What follows belongs to an exercise in optimizing a design on an open flow for small area, a short achievable clock period and few clock cycles per item; a production flow would make more cautious choices. Only simulation tests tie the RTL to the original design; equivalence was not proved. Power figures rest on the tool's default switching activity, not on a simulated workload.

### run.sh
#!/bin/bash
# synth_recipe.tcl (not shown) runs the flow's synth.tcl, then flattens the netlist and writes it again
# the make line also repeats each setting of config.mk as NAME=value (left out here)
make -C /OpenROAD-flow-scripts/flow DESIGN_CONFIG=/design/flow/config.mk WORK_HOME=/design/flow/orfs CLKGATE_MAP_FILE= SYNTH_SCRIPT=/design/flow/synth_recipe.tcl finish
### config.mk
export PLATFORM = sky130hd
export DESIGN_NAME = keyed_count_table
export DESIGN_NICKNAME = keyed_count_table
export VERILOG_FILES = /design/flow/design.v
export SDC_FILE = /design/flow/constraint.sdc
export NUM_CORES = 4
export LEC_CHECK = 0
export CAP_MARGIN = 20
export CORE_MARGIN = 2
export CORE_UTILIZATION = 40
export CTS_CLUSTER_DIAMETER = 60
export CTS_CLUSTER_SIZE = 30
export SETUP_SLACK_MARGIN = 3.0
export SLEW_MARGIN = 20
### constraint.sdc
create_clock -name core_clock -period 7.0 [get_ports {clk}]
set_input_delay 1.4000 -clock core_clock [delete_from_list [all_inputs] [get_ports {clk}]]
set_output_delay 1.4000 -clock core_clock [all_outputs]
set_load 0.01 [all_outputs]
### design.v
`default_nettype none
package kct_pkg;
	localparam logic CMD_ADD    = 1'b0;
	localparam logic CMD_REMOVE = 1'b1;
	localparam logic [2:0] STAT_UPDATED   = 3'd0;
	localparam logic [2:0] STAT_INSERTED  = 3'd1;
	localparam logic [2:0] STAT_FREED     = 3'd2;
	localparam logic [2:0] STAT_BAD_TAG   = 3'd3;
	localparam logic [2:0] STAT_IGNORED   = 3'd4;
	localparam logic [2:0] STAT_NOT_FOUND = 3'd5;
	localparam logic [2:0] STAT_FULL      = 3'd6;
	localparam int unsigned COUNT_W   = 31;
	localparam int unsigned TAG_IN_W  = 16;
	localparam int unsigned AMOUNT_W  = 32;
	localparam logic [COUNT_W-1:0] COUNT_MAX = '1;
	typedef struct packed {
		logic                       cmd;
		logic [TAG_IN_W-1:0]        tag_id;
		logic signed [AMOUNT_W-1:0] amount;
	} req_t;
	typedef struct packed {
		logic [2:0]         status;
		logic [COUNT_W-1:0] count_after;
		logic               saturated;
	} rsp_t;
	typedef enum logic [1:0] {
		S_IDLE,
		S_MATCH,
		S_EXEC
	} state_t;
	typedef struct packed {
		logic load_req;
		logic match_en;
		logic exec_en;
	} ctrl_cmd_t;
	typedef struct packed {
		logic rsp_stall;
	} dp_status_t;
endpackage
`default_nettype wire
`default_nettype none
module kct_ctrl (
	input  wire  clk,
	input  wire  arst_n,
	input  wire  req_valid,
	output logic req_ready,
	input  wire  rsp_ready,
	output logic rsp_valid,
	output logic load_p,
	output logic load_x,
	output logic x_busy,
	output logic exec,
	output logic o_from_s,
	output logic o_from_x,
	output logic s_from_x,
	output logic s_full
);
	logic p_valid_q;
	logic x_valid_q;
	logic o_valid_q;
	logic s_valid_q;
	logic pop;
	assign exec      = x_valid_q && !s_valid_q;
	assign load_x    = !x_valid_q || exec;
	assign load_p    = !p_valid_q || load_x;
	assign req_ready = load_p;
	assign x_busy    = x_valid_q;
	assign rsp_valid = o_valid_q;
	assign pop       = o_valid_q && rsp_ready;
	assign o_from_s  = s_valid_q && pop;
	assign o_from_x  = exec && (!o_valid_q || pop);
	assign s_from_x  = exec && o_valid_q && !pop;
	assign s_full    = s_valid_q;
	always_ff @(posedge clk or negedge arst_n) begin
		if (!arst_n) begin
			p_valid_q <= 1'b0;
		end else if (load_p) begin
			p_valid_q <= req_valid;
		end
	end
	always_ff @(posedge clk or negedge arst_n) begin
		if (!arst_n) begin
			x_valid_q <= 1'b0;
		end else if (load_x) begin
			x_valid_q <= p_valid_q;
		end
	end
	always_ff @(posedge clk or negedge arst_n) begin
		if (!arst_n) begin
			o_valid_q <= 1'b0;
			s_valid_q <= 1'b0;
		end else begin
			if (o_from_s) begin
				s_valid_q <= 1'b0;
			end else if (o_from_x) begin
				o_valid_q <= 1'b1;
			end else if (s_from_x) begin
				s_valid_q <= 1'b1;
			end else if (pop) begin
				o_valid_q <= 1'b0;
			end
		end
	end
endmodule
`default_nettype wire
`default_nettype none
module kct_dpath #(
	parameter int unsigned TABLE_DEPTH = 64,
	parameter int unsigned TAG_BITS    = 16
) (
	input  wire                 clk,
	input  wire                 arst_n,
	input  kct_pkg::req_t       req,
	input  wire                 load_p,
	input  wire                 load_x,
	input  wire                 x_busy,
	input  wire                 exec,
	input  wire                 o_from_s,
	input  wire                 o_from_x,
	input  wire                 s_from_x,
	input  wire                 s_full,
	output kct_pkg::rsp_t       rsp
);
	localparam int unsigned CW    = kct_pkg::COUNT_W;
	localparam int unsigned IDX_W = $clog2(TABLE_DEPTH);
	logic [TABLE_DEPTH-1:0] valid_q;
	logic [TAG_BITS-1:0]    tag_arr_q [TABLE_DEPTH];
	logic [CW-1:0]          cnt_arr_q [TABLE_DEPTH];
	logic                x_cmd;
	logic [TAG_BITS-1:0] x_tag;
	logic [CW-1:0]       x_raw;
	logic                x_tz;
	logic                x_ign;
	logic                hit;
	logic [IDX_W-1:0]    idx;
	logic [CW-1:0]       cur;
	logic [TABLE_DEPTH-1:0] m_hit_vec;
	logic [TAG_BITS-1:0]    m_tag;
	logic [TAG_BITS-1:0]    p_tag;
	assign m_tag = load_p ? req.tag_id[TAG_BITS-1:0] : p_tag;
	always_comb begin
		for (int i = 0; i < TABLE_DEPTH; i++) begin
			m_hit_vec[i] = valid_q[i] && (tag_arr_q[i] == m_tag);
		end
	end
	logic                   p_cmd;
	logic [CW-1:0]          p_raw;
	logic                   p_tz;
	logic                   p_ign;
	logic [TABLE_DEPTH-1:0] p_hit_vec;
	logic                   p_same;
	always_ff @(posedge clk) begin
		if (load_p) begin
			p_cmd     <= req.cmd;
			p_tag     <= req.tag_id[TAG_BITS-1:0];
			p_raw     <= req.amount[CW-1:0];
			p_tz      <= (req.tag_id == '0);
			p_ign     <= (req.amount == '0) || req.amount[kct_pkg::AMOUNT_W-1];
			p_same    <= x_busy && (x_tag == req.tag_id[TAG_BITS-1:0]);
		end
	end
	always_ff @(posedge clk) begin
		p_hit_vec <= m_hit_vec;
	end
	kct_pkg::rsp_t    rsp_o;
	kct_pkg::rsp_t    rsp_s;
	logic             a_hit_q;
	logic [IDX_W-1:0] a_idx_q;
	logic                   p_hit;
	logic [IDX_W-1:0]       p_idx;
	logic [CW-1:0]          p_cur;
	logic [CW-1:0]          p_rd;
	logic [IDX_W-1:0]       p_enc;
	kct_pkg::rsp_t          rsp_last;
	assign rsp_last = s_full ? rsp_s : rsp_o;
	always_comb begin
		p_rd  = '0;
		p_enc = '0;
		for (int i = 0; i < TABLE_DEPTH; i++) begin
			p_rd  = p_rd  | (cnt_arr_q[i] & {CW{p_hit_vec[i]}});
			p_enc = p_enc | (IDX_W'(i) & {IDX_W{p_hit_vec[i]}});
		end
		if (p_same) begin
			p_hit = a_hit_q;
			p_idx = a_idx_q;
			p_cur = rsp_last.count_after;
		end else begin
			p_hit = |p_hit_vec;
			p_idx = p_enc;
			p_cur = p_rd;
		end
	end
	logic                same;
	logic                post_hit;
	logic [IDX_W-1:0]    post_idx;
	kct_pkg::rsp_t       rsp_nxt;
	assign same = x_busy && (x_tag == p_tag);
	always_ff @(posedge clk) begin
		if (load_x) begin
			x_cmd <= p_cmd;
			x_tag <= p_tag;
			x_raw <= p_raw;
			x_tz  <= p_tz;
			x_ign <= p_ign;
			if (same) begin
				hit <= post_hit;
				idx <= post_idx;
				cur <= rsp_nxt.count_after;
			end else begin
				hit <= p_hit;
				idx <= p_idx;
				cur <= p_cur;
			end
		end
	end
	logic [TABLE_DEPTH-1:0] hit_dec;
	logic [TABLE_DEPTH-1:0] free_vec;
	logic [TABLE_DEPTH-1:0] free_first;
	logic                   free_any;
	logic [IDX_W-1:0]       free_idx;
	always_comb begin
		free_vec   = ~valid_q;
		free_first = free_vec & (~free_vec + 1'b1);
		free_any   = |free_vec;
		free_idx   = '0;
		for (int i = 0; i < TABLE_DEPTH; i++) begin
			hit_dec[i] = hit && (idx == IDX_W'(i));
			free_idx   = free_idx | (IDX_W'(i) & {IDX_W{free_first[i]}});
		end
	end
	logic          ok;
	logic [CW:0]   sum;
	logic [CW-1:0] add_val;
	logic [CW-1:0] diff;
	logic          gt;
	logic [CW-1:0] wr_data;
	logic          ins;
	logic          fre;
	assign ok       = !x_tz && !x_ign;
	assign sum      = {1'b0, cur} + {1'b0, x_raw};
	assign add_val  = sum[CW] ? kct_pkg::COUNT_MAX : sum[CW-1:0];
	assign diff     = cur - x_raw;
	assign gt       = cur > x_raw;
	assign wr_data  = !hit ? x_raw : (x_cmd == kct_pkg::CMD_ADD) ? add_val : diff;
	assign ins      = ok && (x_cmd == kct_pkg::CMD_ADD) && !hit && free_any;
	assign fre      = ok && (x_cmd == kct_pkg::CMD_REMOVE) && hit && !gt;
	assign post_hit = hit ? !fre : ins;
	assign post_idx = hit ? idx : free_idx;
	always_ff @(posedge clk) begin
		for (int i = 0; i < TABLE_DEPTH; i++) begin
			if (free_first[i]) begin
				tag_arr_q[i] <= x_tag;
			end
			if (exec && ok && (hit_dec[i] || free_first[i])) begin
				cnt_arr_q[i] <= wr_data;
			end
		end
	end
	always_ff @(posedge clk or negedge arst_n) begin
		if (!arst_n) begin
			valid_q <= '0;
		end else begin
			for (int i = 0; i < TABLE_DEPTH; i++) begin
				if (exec && ins && free_first[i]) valid_q[i] <= 1'b1;
				if (exec && fre && hit_dec[i])    valid_q[i] <= 1'b0;
			end
		end
	end
	always_comb begin
		rsp_nxt.status      = kct_pkg::STAT_UPDATED;
		rsp_nxt.count_after = '0;
		rsp_nxt.saturated   = 1'b0;
		if (x_tz) begin
			rsp_nxt.status = kct_pkg::STAT_BAD_TAG;
		end else if (x_ign) begin
			rsp_nxt.status      = kct_pkg::STAT_IGNORED;
			rsp_nxt.count_after = cur;
		end else if (x_cmd == kct_pkg::CMD_ADD) begin
			if (hit) begin
				rsp_nxt.count_after = add_val;
				rsp_nxt.saturated   = sum[CW];
			end else if (free_any) begin
				rsp_nxt.status      = kct_pkg::STAT_INSERTED;
				rsp_nxt.count_after = x_raw;
			end else begin
				rsp_nxt.status = kct_pkg::STAT_FULL;
			end
		end else begin
			if (!hit) begin
				rsp_nxt.status = kct_pkg::STAT_NOT_FOUND;
			end else if (!gt) begin
				rsp_nxt.status = kct_pkg::STAT_FREED;
			end else begin
				rsp_nxt.count_after = diff;
			end
		end
	end
	always_ff @(posedge clk) begin
		if (exec) begin
			a_hit_q       <= post_hit;
			a_idx_q       <= post_idx;
		end
	end
	always_ff @(posedge clk) begin
		if (o_from_s) begin
			rsp_o <= rsp_s;
		end else if (o_from_x) begin
			rsp_o <= rsp_nxt;
		end
		if (s_from_x) begin
			rsp_s <= rsp_nxt;
		end
	end
	assign rsp = rsp_o;
endmodule
`default_nettype wire
`default_nettype none
module keyed_count_table #(
	parameter int unsigned TABLE_DEPTH = 64,
	parameter int unsigned TAG_BITS    = 16
) (
	input  wire         clk,
	input  wire         arst_n,
	input  wire         req_valid,
	output logic        req_ready,
	input  wire         req_cmd,
	input  wire  [15:0] req_tag,
	input  wire  [31:0] req_amount,
	output logic        rsp_valid,
	input  wire         rsp_ready,
	output logic [2:0]  rsp_status,
	output logic [30:0] rsp_count,
	output logic        rsp_saturated
);
	kct_pkg::req_t req;
	kct_pkg::rsp_t rsp;
	assign req.cmd        = req_cmd;
	assign req.tag_id     = req_tag;
	assign req.amount     = req_amount;
	assign rsp_status     = rsp.status;
	assign rsp_count      = rsp.count_after;
	assign rsp_saturated  = rsp.saturated;
	logic load_p;
	logic load_x;
	logic x_busy;
	logic exec;
	logic o_from_s;
	logic o_from_x;
	logic s_from_x;
	logic s_full;
	kct_ctrl u_ctrl (
		.clk       (clk),
		.arst_n    (arst_n),
		.req_valid (req_valid),
		.req_ready (req_ready),
		.rsp_ready (rsp_ready),
		.rsp_valid (rsp_valid),
		.load_p    (load_p),
		.load_x    (load_x),
		.x_busy    (x_busy),
		.exec      (exec),
		.o_from_s  (o_from_s),
		.o_from_x  (o_from_x),
		.s_from_x  (s_from_x),
		.s_full    (s_full)
	);
	kct_dpath #(
		.TABLE_DEPTH (TABLE_DEPTH),
		.TAG_BITS    (TAG_BITS)
	) u_dpath (
		.clk      (clk),
		.arst_n   (arst_n),
		.req      (req),
		.load_p   (load_p),
		.load_x   (load_x),
		.x_busy   (x_busy),
		.exec     (exec),
		.o_from_s (o_from_s),
		.o_from_x (o_from_x),
		.s_from_x (s_from_x),
		.s_full   (s_full),
		.rsp      (rsp)
	);
endmodule
`default_nettype wire
==> results of run 1 <==
through the flow:
stage	cells	util [%]	hold WS (ps)	setup slack [ps]	area, sq um
6_report	13100	45.96	418.6	2862	151900
3_3_place_gp	12600	42.99	408.2	1527	142100
4_1_cts	13050	45.71	419.9	2669	151100
5_1_grt	13080	45.95	426.0	2762	151900
2_1_floorplan	8182	-	400.3	2578	133300
3_5_place_dp	12610	43.06	411.1	1721	142300
timing repair:
action / in CTS / in global routing
setup buffers: 78 / 27
pin swaps: 39 / 19
setup endpoints to repair: 3655 / 2335
cloned: 13 / 2
gates resized for setup: 168 / 93
hold buffers: 0 / 0
kinds of logic (layout without fill, tap and decap cells):
logic type	after synthesis	in the layout	share of synthesized area, %
other	0	25	0
XOR/XNOR	1096	1096	7.221
AND/OR/NAND/NOR	1410	1414	5.743
multiplexers	85	85	0.6720
buffers and inverters	568	1092	1.670
AO/OA/AOI/OAI	1603	1606	9.129
flip-flops	3356	3356	74.95
adder cells (fa/ha/maj)	64	64	0.6137
layout make-up:
| type | instances | share of cell area (%) |
|---|---|---|
| well taps | 4366 | 3.596 |
| clock inverters | 142 | 1.327 |
| clock buffers | 207 | 3.297 |
| repair buffers | 608 | 3.876 |
| flip-flops and latches | 3356 | 65.64 |
| diodes | 25 | 0.04118 |
| inverters | 135 | 0.3492 |
| multi-input cells | 4265 | 21.88 |
worst paths after layout:
path | end
max in group asynchronous | u_dpath.valid_q[1]
worst max register to register | u_dpath.cur[5]
worst max-delay path | req_ready
worst min-delay path | u_dpath.x_raw[20]
min in group asynchronous | u_ctrl.p_valid_q
worst min register to register | u_dpath.x_raw[20]
registers in the layout (all words and copies together), names as in the netlist, 6 cells and up:
register,count
u_dpath.cnt_arr_q,1984
u_dpath.p_hit_vec,64
u_dpath.idx,6
u_dpath.valid_q,64
u_dpath.p_raw,31
u_dpath.x_tag,16
u_dpath.p_tag,16
u_dpath.cur,31
u_dpath.x_raw,31
u_dpath.tag_arr_q,1024
u_dpath.rsp_o,35
u_dpath.rsp_s,35
u_dpath.a_idx_q,6
layout by cell type (no fill, tap or decap), types with 21 or more instances in the layout:
cell type,Yosys,final
edfxtp_1,3208,3208
xor2_1,655,655
xnor2_1,441,439
buf_4,2,405
a22oi_1,338,336
a22o_1,324,324
a221oi_1,326,324
nand4_1,317,317
a21oi_1,275,247
nand2_1,222,213
clkbuf_16,0,200
nor4_1,214,186
nor2_1,208,154
nand3_1,140,136
inv_1,133,125
nor3_1,119,105
o21ai_0,112,98
clkdlybuf4s50_1,0,88
dfrtp_1,68,65
dfxtp_2,0,64
nor2_4,0,51
buf_12,0,48
buf_6,3,38
or4_1,36,36
mux2_2,33,33
ha_1,62,33
mux2i_1,51,32
a31oi_1,31,28
diode_2,0,25
a21oi_4,0,25
inv_6,0,25
or3_1,25,24
inv_8,0,24
clkinv_8,0,23
nand2b_1,23,22
nor4_2,1,21
inv_12,0,21
metal layers:
| layer | part of all wire (%) | track usage [%] | vias up |
|---|---|---|---|
| met5 | 0.019 | 0 | - |
| met3 | 14 | 8.181 | 1642 |
| met2 | 43 | 46.32 | 7693 |
| li1 | - | - | 33250 |
| met4 | 7.0 | 17.72 | 16 |
| met1 | 36 | 42.01 | 45180 |
power by group through the flow:
| stage | Clock (mW) | Sequential, mW | Combinational [mW] |
|---|---|---|---|
| after floorplan | 0 | 29.3 | 8.35 |
| after global placement | 0 | 29.1 | 16.1 |
| after detailed placement | 0 | 29.1 | 16.5 |
| after CTS | 13.6 | 28.6 | 18.0 |
| after global routing | 14.3 | 28.7 | 19.6 |
| final | 13.6 | 28.7 | 18.9 |
==> impl_results.md, run 1 <==
- Status: no timing/DRC/antenna violations
- Syn. warnings: 4
- Post-route minimum period: 4138 ps
- Commonest cells post-synth: edfxtp_1 (3208), xor2_1 (655), xnor2_1 (441)
- Final Wtd Congestion: 0.9391
- Register bit total from synthesis: 3356
- Worst path required time: 5600 ps
- Dpl hpwl: 311800 microns
- # nets final: 8677
- Post-synth EDFFs: 3208
- Internal power: 38.92 mW
- Relative slew slack: 13.85%
- Fin. max-slew vios: 0
- Synth unique cells: 99
- Total Routing Usage GR: 31.35%
- Clk latency of the worst-skew pair: 950 ps
- MaxCap Viol Count: 0
- Delay-heaviest family, CP: buffers and inverters
- Count leader, synth: edfxtp_1
- Crit-path max FO: 38
- Initial antenna violation count: 31
- Drt total wl: 546200 microns
- Vias in the first global route: 81180
- GRT overflow: 0
- CTS clk-pin slew, worst paths: 90 ps
- R2r setup slk: 2910 ps
- Port Buf Inserts: 89
- Critical path depth: 4
- Most frequently used flop master after synthesis: edfxtp_1
- Critical Path Source Type: register
- CP peak stage delay: 610 ps
- Pwr dens: 403.1 mW/mm^2
- Hold Startpoint: u_dpath.p_raw[20]
- Site row count: 211
- H-tree Lvls: 4
- Synth Instances: 8182
- Synthesized area: 0.1329 sq mm
- Register area: 0.09972 sq mm
- Die height: 580.5 microns
- Syn_area_per_cell: 16.25 sq um
- CP arrival: 2740 ps
- Top-area cell type share of the netlist area: 72.47%
- Worst r2r path cells: 7
- IO Pins: 90
- Leakage: 48.54 nW
- Reg-to-Reg Start: u_dpath.p_hit_vec[53]
- P&R area growth vs syn: 14.29%
- Tcrit/Tclk final: 59.11%
- Seq pwr share: 46.8%
- CTS Buf Count: 194
- Die area: 0.3370 sq mm
- Ys async rst share: 2.026%
- Drc violations: 0
- DR vias: 87790
- Worst Setup Path Type: reg -> out
- PnR Total Power: 61.24 mW
- Initial core utilization: 40.22%
- Largest area contributor in the netlist: edfxtp_1
- Psw: 22.32 mW
- CP max-delay cell: clkdlybuf4s50_1
- Worst-case clock buffer depth: 4
- Routed WL per cell: 41.68 microns
- Fraction of final layout cells sized beyond drive strength 1: 14.63%
- Clk root buf: clkbuf_16
- Mean number of vias per cell: 6.699
- Syn_nets: 8299
- Register area share after synthesis: 74.95%
- Buf/Inv on CP: 3
- First-pass DRT Iterations: 7
- Clock sink total: 3356
- Peak VDD IR: 0.4542 mV
- Skew final: 71.98 ps
- Chip width: 580.5 microns
- CP Launch Point: u_ctrl.s_valid_q
- Drt initial violations: 17500
- Clock power frac: 22.3%
- Hold Path Class: reg -> reg
- Sw frac: 36.45%
- Unrepaired setup endpoints after global routing: true
- Total core area: 0.3305 sq mm
- Multi-input gate area: 0.03324 sq mm
- CP Cell Sequence: buf_8 > nand3_4 > buf_6 > clkdlybuf4s50_1
- Final Hold Violating Endpoints: 0
- CTS tree: built
- Comb power frac: 30.9%
- Largest net degree at the start of global routing: 69
- Synth area leaders: edfxtp_1 (72%), xor2_1 (4.3%), xnor2_1 (2.9%), a221oi_1 (2.1%), a22o_1 (2.1%)
- Worst Tran Pin Value: 1282 ps
- Crit end category: output port
- Post-route ant nets: 0
- Hold path depth: 0
- Max Freq: 241.7 MHz
- Global-route wire length before repair: 721200 microns
- Setup Viol. Count Final: 0
- TNS Setup: 0 ps
- Number of fillers in the final layout: 28380
Testbench counts, summed over its fixed seeds: cycles 12,024, items 12,000.
==> inputs of run 2 (changes only) <==
--- a/config.mk
+++ b/config.mk
@@ -7,2 +7,3 @@
 export LEC_CHECK = 0
+export ABC_CLOCK_PERIOD_IN_PS = 4000
 export CAP_MARGIN = 20
==> run 2 against run 1 <==
Compared with the run above:
- still clean
- die area stayed put
- non-clock buffer count stayed put
- global-route usage stayed put
- fmax stayed put
- routed wire length stayed put
- via count stayed put
- sequential power hardly changed
- synthesized area stayed put
- flip-flop and latch count stayed put
- count of clock-buffer cells in the layout stayed put
- core utilization stayed put
- clock power hardly changed
- critical path type unchanged
- largest cell class unchanged
- largest power group unchanged
==> impl_results.md, run 2 <==
- Status: no timing/DRC/antenna violations
- Post-Place Worst Slack: 1721 ps
- DP Cell Count: 12610
- Register with the most flip-flops: u_dpath.cnt_arr_q
- Fin cells: 13100
- Die height: 580.5 microns
- Ys async rst share: 2.026%
- Dpl hpwl: 311800 microns
- Worst path required time: 5600 ps
- Total core area: 0.3305 sq mm
- CP Launch Point: u_ctrl.s_valid_q
- Peak VDD IR: 0.4542 mV
- Compound-cell area share of the yosys netlist: 9.129%
- Hold Path Class: reg -> reg
- Post-synth EDFFs: 3208
- Chip width: 580.5 microns
- Final Hold Violating Endpoints: 0
- Register bit total from synthesis: 3356
- Count leader, synth: edfxtp_1
- Buf/Inv on CP: 3
- Worst Tran Pin Value: 1282 ps
- Final Wtd Congestion: 0.9391
- Critical path depth: 4
- Syn. warnings: 4
- Util after Layout: 45.96%
- Clk root buf: clkbuf_16
- Largest net degree at the start of global routing: 69
- Clock sink total: 3356
- Post-route minimum period: 4138 ps
- Synthesized area: 0.1329 sq mm
- Synth Instances: 8182
- MaxCap Viol Count: 0
- Reg-to-Reg Start: u_dpath.p_hit_vec[53]
- Fraction of final layout cells sized beyond drive strength 1: 14.63%
- Syn_nets: 8299
- Initial antenna violation count: 31
- Fin. max-slew vios: 0
- CP Cell Sequence: buf_8 > nand3_4 > buf_6 > clkdlybuf4s50_1
- Tcrit/Tclk final: 59.11%
- Worst r2r path cells: 7
- Total Routing Usage GR: 31.35%
- CTS Buf Count: 194
- Leading cell type in the layout, fill and taps excluded: edfxtp_1
- Multiplexer share of the synthesized area: 0.6720%
- TNS Setup: 0 ps
- Die area: 0.3370 sq mm
- PnR Total Power: 61.24 mW
- Routed WL per cell: 41.68 microns
- Port Buf Inserts: 89
- Mean number of vias per cell: 6.699
- Crit end category: output port
- Drc violations: 0
- Worst setup margin: 2862 ps
- CP peak stage delay: 610 ps
- Crit-path max FO: 38
- GRT overflow: 0
- Commonest cells post-synth: edfxtp_1 (3208), xor2_1 (655), xnor2_1 (441)
- H-tree Lvls: 4
- Drt total wl: 546200 microns
- Relative slew slack: 13.85%
- # nets final: 8677
- IO Pins: 90
- Post-DP Area: 0.1423 sq mm
- Leakage: 48.54 nW
- Clk latency of the worst-skew pair: 950 ps
- P&R area growth vs syn: 14.29%
- Largest registers: u_dpath.cnt_arr_q: 1984 flops, u_dpath.tag_arr_q: 1024 flops
- Most frequent cells in the layout: edfxtp_1 (3208), xor2_1 (655), xnor2_1 (439)
- Synth Area in Adders: 0.6137%
- CTS tree: built
- Synth unique cells: 99
- First-pass DRT Iterations: 7
- Pwr dens: 403.1 mW/mm^2
- Largest area contributor in the netlist: edfxtp_1
- Vias in the first global route: 81180
- CP endpoint: req_ready
- Post-route cell area: 0.1519 sq mm
- Delay-heaviest family, CP: buffers and inverters
- Register area share after synthesis: 74.95%
- Critical Path Source Type: register
- CTS clk-pin slew, worst paths: 90 ps
- Syn_area_per_cell: 16.25 sq um
- Most frequently used flop master after synthesis: edfxtp_1
- Number of fillers in the final layout: 28380
- Hold slack final: 418.6 ps
- R2r setup slk: 2910 ps
- Global-route wire length before repair: 721200 microns
- Number of flip-flops in the largest register: 1984
- Synth Area in Simple Gates: 5.743%
- Worst-case clock buffer depth: 4
- CP max-delay cell: clkdlybuf4s50_1
- Unrepaired setup endpoints after global routing: true
- Worst Setup Path Type: reg -> out
- Synth area leaders: edfxtp_1 (72%), xor2_1 (4.3%), xnor2_1 (2.9%), a221oi_1 (2.1%), a22o_1 (2.1%)
- CP arrival: 2740 ps
- Skew final: 71.98 ps
- CTS hold repair buffers: 0
- Xor/xnor share of the synthesized area: 7.221%
- Max Freq: 241.7 MHz
- R2R Path End: u_dpath.cur[5]
- Initial core utilization: 40.22%
- Drt initial violations: 17500
- Post-route ant nets: 0
- Setup Viol. Count Final: 0
- DR vias: 87790
- Largest family of logic cells by synthesized area: compound AO/OA/AOI/OAI gates
- Top-area cell type share of the netlist area: 72.47%
- Site row count: 211
-- run 2: cell counts after synthesis --
No cell type changed its count.
-- run 2: worst min-delay path by stage --
stage                 startpoint                end  cells past startpoint
3_3_place_gp   u_dpath.p_raw[22]  u_dpath.x_raw[22]                      0
3_5_place_dp   u_dpath.p_raw[21]  u_dpath.x_raw[21]                      0
5_1_grt        u_dpath.p_raw[20]  u_dpath.x_raw[20]                      0
4_1_cts        u_dpath.p_raw[20]  u_dpath.x_raw[20]                      0
6_report       u_dpath.p_raw[20]  u_dpath.x_raw[20]                      0
2_1_floorplan      u_dpath.p_cmd      u_dpath.x_cmd                      0
-- run 2: per-layer routing --
metal | global-route usage [%] | part of all wire (%)
met2 | 46.32 | 43
met3 | 8.181 | 14
met1 | 42.01 | 36
met4 | 17.72 | 7.0
met5 | 0 | 0.019
-- run 2: worst reg2reg max path: stages, from the launching register on --
cell and delay, ps:
dfxtp_2 680, buf_4 540, a221oi_1 340, nand3_1 100, or4_1 670, nor4_2 1110
a21oi_1 110, mux2_2 320
-- run 2: timing repair --
action | CTS | global route
gates resized for setup | 168 | 93
cloned | 13 | 2
pin swaps | 39 | 19
setup buffers | 78 | 27
setup endpoints to repair | 3655 | 2335
-- run 2: cells by family after synthesis --
logic type                 after synthesis
buffers and inverters                  568
muxes                                   85
AOI/OAI and AO/OA                     1603
adders and majority gates               64
xor gates and xnor gates              1096
DFF                                   3356
and+or+nand+nor                       1410
-- run 2: final cells by class --
type	count	area [sq um]	share of cell area, %
flip-flops and latches	3356	99720	65.64
multi-input cells	4265	33240	21.88
diodes	25	62.56	0.04118
well taps	4366	5463	3.596
clock buffers	207	5009	3.297
clock inverters	142	2016	1.327
repair buffers	608	5888	3.876
inverters	135	530.5	0.3492
-- run 2: power by group --
part | switching [mW] | internal, mW
sequential | 0.873 | 27.8
clock | 7.64 | 6.00
combinational | 13.8 | 5.12
==> inputs of run 3 (changes only) <==
--- a/config.mk
+++ b/config.mk
@@ -7,3 +7,2 @@
 export LEC_CHECK = 0
-export ABC_CLOCK_PERIOD_IN_PS = 4000
 export CAP_MARGIN = 20
@@ -11,4 +10,4 @@
 export CORE_UTILIZATION = 40
-export CTS_CLUSTER_DIAMETER = 60
-export CTS_CLUSTER_SIZE = 30
+export CTS_CLUSTER_DIAMETER = 80
+export CTS_CLUSTER_SIZE = 24
 export SETUP_SLACK_MARGIN = 3.0
==> run 3 against run 2 <==
Compared with the run above:
- cell count fell by 0.61%
- highest routed layer unchanged
- combinational power about the same
- core utilization shrank 0.55 points
- routed wire length is essentially flat
- non-clock buffer count increased by 12
- die area did not move
==> impl_results.md, run 3 <==
- Status: no timing/DRC/antenna violations
- Relative slew slack: 10.09%
- Buf/Inv on CP: 2
- Fraction of final layout cells sized beyond drive strength 1: 13.43%
- Synth Area in Adders: 0.6137%
- IO Pins: 90
- CTS hold repair buffers: 0
- Unrepaired setup endpoints after global routing: true
- Crit end category: register
- Syn_nets: 8299
- Syn. warnings: 4
- Largest net degree at the start of global routing: 69
- Most Frequent Cell on Critical Path: buf_4
- # nets final: 8670
- Max Freq: 245.6 MHz
- Comb power frac: 32.2%
- Clk latency of the worst-skew pair: 960 ps
- Psw: 21.24 mW
- Total Routing Usage GR: 31.32%
- Syn_area_per_cell: 16.25 sq um
- Port Buf Inserts: 89
- CTS tree: built
- Post-DP Area: 0.1423 sq mm
- CP Cell Sequence: nand3_2 > or3_4 > nor4_4 > buf_4 > nand2_1 > or3_1 > a21oi_4 > buf_4
- Hold Startpoint: u_dpath.p_raw[8]
- Synth area leaders: edfxtp_1 (72%), xor2_1 (4.3%), xnor2_1 (2.9%), a221oi_1 (2.1%), a22o_1 (2.1%)
- GRT overflow: 0
- CP peak stage delay: 840 ps
- MaxCap Viol Count: 0
- Most frequently used flop master after synthesis: edfxtp_1
- Clock power frac: 19.2%
- Final Hold Violating Endpoints: 0
- Initial antenna violation count: 30
- Tcrit/Tclk final: 58.17%
- DP Cell Count: 12610
- Routed WL per cell: 41.95 microns
- Global-route wire length before repair: 720200 microns
- DR vias: 87240
- Reg-to-Reg Start: u_dpath.valid_q[2]
- Internal power: 37.81 mW
- Die height: 580.5 microns
- Mean number of vias per cell: 6.699
- Register area share after synthesis: 74.95%
- Vias in the first global route: 80690
- CTS clk-pin slew, worst paths: 100 ps
- CP max-delay cell: buf_4
- CTS Buf Count: 175
- H-tree Lvls: 4
- Drt total wl: 546400 microns
- Commonest cells post-synth: edfxtp_1 (3208), xor2_1 (655), xnor2_1 (441)
- Fin. max-slew vios: 0
- Synth Area in Simple Gates: 5.743%
- Seq pwr share: 48.6%
- Util after Layout: 45.41%
- Crit-path max FO: 31
- Delay-heaviest family, CP: simple AND/OR/NAND/NOR gates
- Largest area contributor in the netlist: edfxtp_1
- Number of flip-flops in the largest register: 1984
- Synth unique cells: 99
- First-pass DRT Iterations: 9
- Synthesized area: 0.1329 sq mm
- Clk root buf: clkbuf_16
- Count leader, synth: edfxtp_1
- Number of fillers in the final layout: 28580
- Worst Tran Pin Value: 1349 ps
- P&R area growth vs syn: 12.92%
- Peak VDD IR: 0.4093 mV
- Hold Path Class: reg -> reg
- Drc violations: 0
- Most frequent cells in the layout: edfxtp_1 (3208), xor2_1 (655), xnor2_1 (439)
- Pwr dens: 393.4 mW/mm^2
- Register with the most flip-flops: u_dpath.cnt_arr_q
- Largest family of logic cells by synthesized area: compound AO/OA/AOI/OAI gates
- Xor/xnor share of the synthesized area: 7.221%
- Chip width: 580.5 microns
- Register bit total from synthesis: 3356
- Initial core utilization: 40.22%
- Largest registers: u_dpath.cnt_arr_q: 1984 flops, u_dpath.tag_arr_q: 1024 flops
- Hold slack final: 410.7 ps
- Leakage: 47.67 nW
- Final Wtd Congestion: 0.9391
- TNS Setup: 0 ps
- Post-route ant nets: 0
- Sw frac: 35.97%
- Ys async rst share: 2.026%
- Dpl hpwl: 311800 microns
- Skew final: 92.76 ps
- Post-route cell area: 0.1501 sq mm
- Top-area cell type share of the netlist area: 72.47%
- Worst Setup Path Type: reg -> reg
- Compound-cell area share of the yosys netlist: 9.129%
- Leading cell type in the layout, fill and taps excluded: edfxtp_1
- CP Launch Point: u_dpath.valid_q[2]
- Worst path required time: 7520 ps
- Post-route minimum period: 4072 ps
- Multiplexer share of the synthesized area: 0.6720%
- Synth Instances: 8182
- Site row count: 211
- Total core area: 0.3305 sq mm
- Clock sink total: 3356
- Die area: 0.3370 sq mm
- Fin cells: 13020
- Post-synth EDFFs: 3208
- Setup Viol. Count Final: 0
- Drt initial violations: 17630
- Critical Path Source Type: register
- CP arrival: 4590 ps
- Worst-case clock buffer depth: 4
-- run 3: cell counts after synthesis --
No cell type changed its count.
-- run 3: logic make-up (layout without fill, tap and decap cells) --
kind of cell               count (synthesis)  after routing
and+or+nand+nor                         1410           1414
DFF                                     3356           3356
AOI/OAI and AO/OA                       1603           1606
buffers and inverters                    568           1004
xor gates and xnor gates                1096           1096
other                                      0             33
adders and majority gates                 64             64
muxes                                     85             85
-- run 3: metrics by stage --
stage / total power, mW / worst slack [ps]
after global placement: 45.25 / 1527
final: 59.05 / 2928
after detailed placement: 45.61 / 1721
after global routing: 60.40 / 2909
after CTS: 57.91 / 2710
after floorplan: 37.70 / 2578
-- run 3: area by class of cell --
cell class,count,area (sq um),share of cell area [%]
diodes,33,82.58,0.05501
clock buffers,218,4603,3.067
clock inverters,31,387.9,0.2584
inverters,135,530.5,0.3534
multi-input cells,4265,33220,22.13
flip-flops and latches,3356,99720,66.43
well taps,4366,5463,3.639
repair buffers,620,6100,4.063
-- run 3: path summary, 6_finish.rpt --
| path | end | slack [ps] | cells past startpoint |
|---|---|---|---|
| worst min register to register | u_dpath.x_raw[8] | 410 | 0 |
| worst max-delay path | u_dpath.cnt_arr_q[41][25] | 2930 | 8 |
| min in group asynchronous | u_ctrl.p_valid_q | 610 | 1 |
| worst max register to register | u_dpath.cnt_arr_q[41][25] | 2930 | 8 |
| max in group asynchronous | u_dpath.valid_q[1] | 5590 | 1 |
| worst min-delay path | u_dpath.x_raw[8] | 410 | 0 |
-- run 3: routing by layer --
| metal | track usage [%] | vias up | wire length, microns |
|---|---|---|---|
| li1 | - | 33120 | - |
| met1 | 41.83 | 45120 | 198800 |
| met2 | 46.35 | 7455 | 234700 |
| met3 | 8.499 | 1549 | 75420 |
| met4 | 17.34 | 8 | 37430 |
| met5 | 0 | - | 50 |
-- run 3: repair_timing --
item,CTS,global route
hold endpoints to repair,0,0
buffers inserted,77,37
pin swaps,39,23
gates resized for setup,176,87
endpoints found under the setup margin,3654,2308
cloned,12,5
-- run 3: power groups by stage --
stage               Clock, mW  Sequential [mW]  Combinational, mW
detailed placement          0             29.1               16.5
CTS                      11.3             28.6               18.0
global route             12.0             28.7               19.7
finish                   11.4             28.7               19.0
floorplan                   0             29.3               8.35
global placement            0             29.1               16.1

## afterwards: timing with drivers on the ports
The flow's constraints put no driver on any port. The routed layouts listed below were extracted and timed again, unchanged, in two steps. Step 1 (the two cells are an assumption about what drives the block):
set clk [get_ports {clk}]
set_driving_cell -lib_cell sky130_fd_sc_hd__clkbuf_16 $clk
set_driving_cell -lib_cell sky130_fd_sc_hd__buf_2 [delete_from_list [all_inputs] $clk]
Step 2 adds t to the input delays and takes it off the output delays; t is the mean of the earliest and latest rising clock arrival at the registers after step 1. Input paths then give back, and output paths get back, about the clock's delay inside the block. a / b / c = ideal ports / drivers / drivers and shift; a / b = the first two.
run | t (ns) | setup slack, ns | worst setup path at the end | slew at the worst register clock pin (ns) | cell pins on the clock port's net
run 1 | 1.010 | 2.862 / 2.763 / 2.357 | input to register | 0.12 / 0.12 | 1
run 2 | 1.010 | 2.862 / 2.763 / 2.357 | input to register | 0.12 / 0.12 | 1
run 3 | 1.014 | 2.928 / 2.928 / 2.311 | input to register | 0.11 / 0.11 | 1
After both steps setup and hold are still met in every run listed. The setup slack of run 3, which loses most, moves by 0.000 ns with the drivers and by -0.617 ns with both steps.
